This is an optimization exercise on Yosys and OpenROAD, whose aim is small area, a short achievable clock period and few clock cycles per item, not a production implementation.
The RTL was checked by simulation tests, not by an equivalence proof against the original design.

==> flow/design.v (excerpt) <==
module affine_stream_top (
  input  logic                                aclk,
  input  logic                                aresetn,
  input  logic [4*16-1:0]   s_tdata,
  input  logic                                s_tvalid,
  output logic                                s_tready,
  input  logic                                s_tlast,
  output logic [3*16-1:0]    m_tdata,
  output logic                                m_tvalid,
  input  logic                                m_tready,
  output logic                                m_tlast
);
Size in the first run: about 620 flip-flops, ~54,000 sq um of cells after synthesis.
clock: 6.3 ns
lec_check: 0
abc_area: 1
cap_margin: 20
core_margin: 2
core_utilization: 50
setup_slack_margin: 2.5
slew_margin: 20
tns_end_percent: 10
standard.sh (not shown) runs the stock make flow with config.mk's settings and CLKGATE_MAP_FILE= SYNTH_SCRIPT=/design/flow/synth_recipe.tcl, a recipe that flattens the netlist after the stock synthesis.
==> flow/flow/run.sh <==
#!/bin/bash
# The standard layout, with one change to synthesis: Yosys's synth skips
# its quick ABC pass (-noabc) that comes before full adders are extracted, so
# the carry-save trees map onto full-adder cells without inverters between
# them. The final ABC mapping and every later step are the standard flow's own.
# The registers keep the standard synthesis's names and cell types: that
# synthesis runs first, and flow/regnames.py copies its register names over
# (they differ only in Yosys's enable-polarity suffix). If the registers do
# not match, the flow falls back to the standard layout.
set -euo pipefail
W=$(pwd)
R=$W/orfs/results/$FLOW_PLATFORM/affine_stream_top/base

# the standard synthesis, the reference for register names and cell types
bash standard.sh synth > std_synth.log 2>&1
cp "$R/1_2_yosys.v" std_1_2_yosys.v
rm -rf orfs

# this flow's synthesis
sed '1s/-noshare /-noshare -noabc /' synth_recipe.tcl > synth_noabc.tcl
grep -q -- '-nofsm -noshare -noabc' synth_noabc.tcl
sed "s#${W}/synth_recipe.tcl#${W}/synth_noabc.tcl#g" standard.sh > standard_noabc.sh
grep -q synth_noabc.tcl standard_noabc.sh
bash standard_noabc.sh "$R/1_2_yosys.v" > noabc_synth.log 2>&1

if python3 flow/regnames.py std_1_2_yosys.v "$R/1_2_yosys.v" > regnames.log 2>&1; then
  bash standard_noabc.sh > make_flow.log 2>&1
else
  rm -rf orfs
  bash standard.sh > make_flow.log 2>&1
fi
Other scripts of this flow, unchanged in this note and not shown: flow/flow/regnames.py
The starting point passed the timing, DRC and antenna checks.
Testbench counts at the start, summed over its fixed seeds: cycles 3,993, items 3,393.
Then changed:
- CAP_MARGIN: 20 -> 50
- CORE_UTILIZATION: 50 -> 60
- SETUP_SLACK_MARGIN: 2.5 -> 2.6
- SLEW_MARGIN: 20 -> 60
- TNS_END_PERCENT: 10 -> unset
After rerunning: Core utilization rose by 12 points. Setup slack gets better by 250 ps. Cell area came out higher by about 2.3%. Routed wire length is higher by about 1.6%. Count of clock-buffer cells in the layout decreases by 1. Via count rose by 2.6%. Die area drops by about 16%. Clock skew went down by 7.2 ps.
Then changed:
- CORE_UTILIZATION: 60 -> 50
- SETUP_SLACK_MARGIN: 2.6 -> 2.5
=> Die area grows by about a fifth. Global-route usage came out lower by 7.7 points. Setup slack is worse by 51 ps. Design area falls slightly. Register-to-register slack is worse by 50 ps. First-iteration DRC count came out lower by roughly a tenth. Worst hold slack gains 13 ps. Cell count goes up by a few percent. Area after synthesis stays the same. Via count drops slightly.
Then changed:
- CAP_MARGIN: 50 -> 20
- CORE_UTILIZATION: 50 -> 65
- SLEW_MARGIN: 60 -> 20
Result: Clock skew came out higher by 12 ps; area after synthesis is unchanged; global-route usage came out higher by 11 points; via count came out higher by 4.2%; register-to-register slack is worse by 30 ps.
Then changed:
- ABC_AREA: 1 -> unset
- CORE_UTILIZATION: 65 -> 50
Result:
- area after synthesis falls by 3.6%
- fmax shrinks by about 2.6%
- core utilization decreases by 16 points
- via count is lower by about 10%
- global-route usage fell by 10 points
- non-clock buffer count climbs by 29
- hold slack gets better by 22 ps
- design area is lower by 1.8%
- wire length goes down by about 2%

* * *

Starting RTL as in the previous note.
## affine_stream_top
module affine_stream_top (
  input  logic                                aclk,
  input  logic                                aresetn,
  input  logic [4*16-1:0]   s_tdata,
  input  logic                                s_tvalid,
  output logic                                s_tready,
  input  logic                                s_tlast,
  output logic [3*16-1:0]    m_tdata,
  output logic                                m_tvalid,
  input  logic                                m_tready,
  output logic                                m_tlast
);
  localparam int LW = 16;
  localparam int BW = 4 * 16;
  logic            advance;    
  logic            accept;
  logic            vec_take;
  logic [3*BW-1:0] coef;
  assign advance  = ~m_tvalid | m_tready;
  assign s_tready = advance;
  assign accept   = s_tvalid & advance;
  frame_loader u_loader (
    .aclk     (aclk),
    .aresetn  (aresetn),
    .s_tdata  (s_tdata),
    .s_tlast  (s_tlast),
    .accept   (accept),
    .vec_take (vec_take),
    .coef     (coef)
  );
  logic [63:0] bv;
  logic [95:0] bdig;
  always_comb begin
    for (int c = 0; c < 4; c++) begin
      for (int k = 0; k < 8; k++) begin
        logic b2, b1, b0;
        b2 = bv[c*16 + 2*k + 1];
        b1 = bv[c*16 + 2*k];
        if (k == 0) b0 = 1'b0;
        else        b0 = bv[c*16 + 2*k - 1];
        bdig[c*8+k]      = b1 ^ b0;                                  
        bdig[32+c*8+k]   = (b2 & ~b1 & ~b0) | (~b2 & b1 & b0);       
        bdig[64+c*8+k]   = b2;                                       
      end
    end
  end
  logic v1_valid, v1_last;
  logic v2_valid, v2_last;
  always_ff @(posedge aclk or negedge aresetn) begin
    if (!aresetn) begin
      v1_valid <= 1'b0;
      v1_last <= 1'b0;
      v2_valid <= 1'b0;
      v2_last <= 1'b0;
      m_tvalid <= 1'b0;
      m_tlast <= 1'b0;
    end else if (advance) begin
      v1_valid <= vec_take;
      v1_last <= vec_take & s_tlast;
      v2_valid <= v1_valid;
      v2_last <= v1_last;
      m_tvalid <= v2_valid;
      m_tlast <= v2_last;
    end
  end
  logic [95:0] dig;
  assign bv = s_tdata;
  always_ff @(posedge aclk) begin
    if (advance) dig <= bdig;
  end
  genvar r;
  generate
    for (r = 0; r < 3; r++) begin : g_row
      logic [LW-1:0] s_d, c_d;
      affine_row u_row (
        .aclk (aclk),
        .en   (advance),
  ...
clock: 6.3 ns
lec_check: 0
abc_area: 1
cap_margin: 20
core_margin: 2
core_utilization: 50
setup_slack_margin: 2.5
slew_margin: 20
==> flow/flow/run.sh <==
#!/bin/bash
# The standard layout, with one change to synthesis: Yosys's synth skips its
# quick ABC pass (-noabc) before full adders are extracted, so the
# carry-save trees map onto full-adder cells without inverters between
# them. Everything else, the final ABC mapping included, is the standard flow's own.
set -euo pipefail
W=$(pwd)
sed '1s/-noshare /-noshare -noabc /' synth_recipe.tcl > synth_noabc.tcl
grep -q -- '-nofsm -noshare -noabc' synth_noabc.tcl
sed "s#${W}/synth_recipe.tcl#${W}/synth_noabc.tcl#g" standard.sh > standard_noabc.sh
grep -q synth_noabc.tcl standard_noabc.sh
bash standard_noabc.sh > make_flow.log 2>&1
The baseline completed without violations.
Testbench counts at the start, summed over its fixed seeds: cycles 3,993, items 3,393.
Rerun with:
--- a/flow/config.mk
+++ b/flow/config.mk
@@ -10,4 +10,3 @@
 export CORE_MARGIN = 2
-export CORE_UTILIZATION = 50
-export SETUP_SLACK_MARGIN = 2.5
+export CORE_UTILIZATION = 40
 export SLEW_MARGIN = 20
=>
- The new run ran to the end with no violations
- design area drops by about 1.8%
- area after synthesis does not change
- register-to-register slack gets worse by 0.76 ns
Rerun with:
--- a/flow/config.mk
+++ b/flow/config.mk
@@ -10,3 +10,4 @@
 export CORE_MARGIN = 2
-export CORE_UTILIZATION = 40
+export CORE_UTILIZATION = 55
+export SETUP_SLACK_MARGIN = 3.3
 export SLEW_MARGIN = 20
Critical path depth increases by 7.
Setup slack is better by 1.1 ns.
First-iteration DRC count increases by 9.2%.
Synthesized area does not change.
Synthesized cell count does not change.
Routed wire length increases by 8.7%.
Rerun with:
==> flow/run.sh (new file) <==
#!/bin/bash
# synth_recipe.tcl (not shown) runs the flow's synth.tcl, then flattens the netlist and writes it again
# the make line also repeats each setting of config.mk as NAME=value (left out here)
make -C /OpenROAD-flow-scripts/flow DESIGN_CONFIG=/design/flow/config.mk WORK_HOME=/design/flow/orfs CLKGATE_MAP_FILE= SYNTH_SCRIPT=/design/flow/synth_recipe.tcl finish
--- a/flow/config.mk
+++ b/flow/config.mk
@@ -10,4 +10,4 @@
 export CORE_MARGIN = 2
-export CORE_UTILIZATION = 55
-export SETUP_SLACK_MARGIN = 3.3
+export CORE_UTILIZATION = 50
+export SETUP_SLACK_MARGIN = 2.5
 export SLEW_MARGIN = 20
removed: flow/flow/run.sh
removed: flow/standard.sh
What happened: The changed run finished clean. Count of clock-buffer cells in the layout came out higher by 3. Design area drops by about 4%. Maximum frequency drops by 3.9%. First-iteration DRC count goes down by 7.3%. Worst setup slack got worse by 0.15 ns. Wire length falls by 2.2%.

[separate check: timing with driven ports]
No port has a modelled driver above. Below, the same layouts with a new extraction and two added sets of constraints.
Step 1, drivers: a clkbuf_16 drives aclk and a buf_2 each remaining input, both assumed.
Step 2 adds t to the input delays and takes it off the output delays; t is the mean of the earliest and latest rising clock arrival at the registers after step 1. Input paths then give back, and output paths get back, about the clock's delay inside the block.
Slacks: ideal ports / drivers / drivers and shift; pairs: ideal ports / drivers.
| run | shift t [ns] | slack for setup (ns) | hold slack, ns | worst setup path after step 2 | latest minus earliest clock arrival (ns) |
|---|---|---|---|---|---|
| the first run of note 1 | 0.734 | 2.289 / 2.289 / 2.114 | 0.458 / 0.458 / 0.458 | input to register | 0.042 / 0.042 |
| the second run of note 1 | 0.734 | 2.538 / 2.538 / 2.490 | 0.451 / 0.451 / 0.451 | input to register | 0.038 / 0.039 |
| the third run of note 1 | 0.758 | 2.487 / 2.487 / 2.487 | 0.464 / 0.464 / 0.464 | register to register | 0.053 / 0.053 |
| the fourth run of note 1 | 0.726 | 2.457 / 2.457 / 2.023 | 0.462 / 0.462 / 0.462 | input to register | 0.065 / 0.065 |
| the fifth run of note 1 | 0.720 | 2.353 / 2.353 / 2.255 | 0.484 / 0.484 / 0.484 | input to register | 0.030 / 0.030 |
| the first run of note 2 | 0.752 | 2.457 / 2.457 / 2.062 | 0.455 / 0.455 / 0.455 | input to register | 0.056 / 0.055 |
| the second run of note 2 | 0.786 | 1.451 / 1.430 / 1.218 | 0.457 / 0.457 / 0.457 | input to register | 0.061 / 0.061 |
| the third run of note 2 | 0.736 | 2.569 / 2.569 / 2.569 | 0.461 / 0.461 / 0.461 | register to register | 0.036 / 0.037 |
| the fourth run of note 2 | 0.754 | 2.418 / 2.418 / 2.341 | 0.458 / 0.458 / 0.458 | input to register | 0.052 / 0.053 |
After both steps setup and hold are still met in every run listed. The setup slack of the fourth run of note 1, which loses most, moves by 0.000 ns with the drivers and by -0.434 ns with both steps.
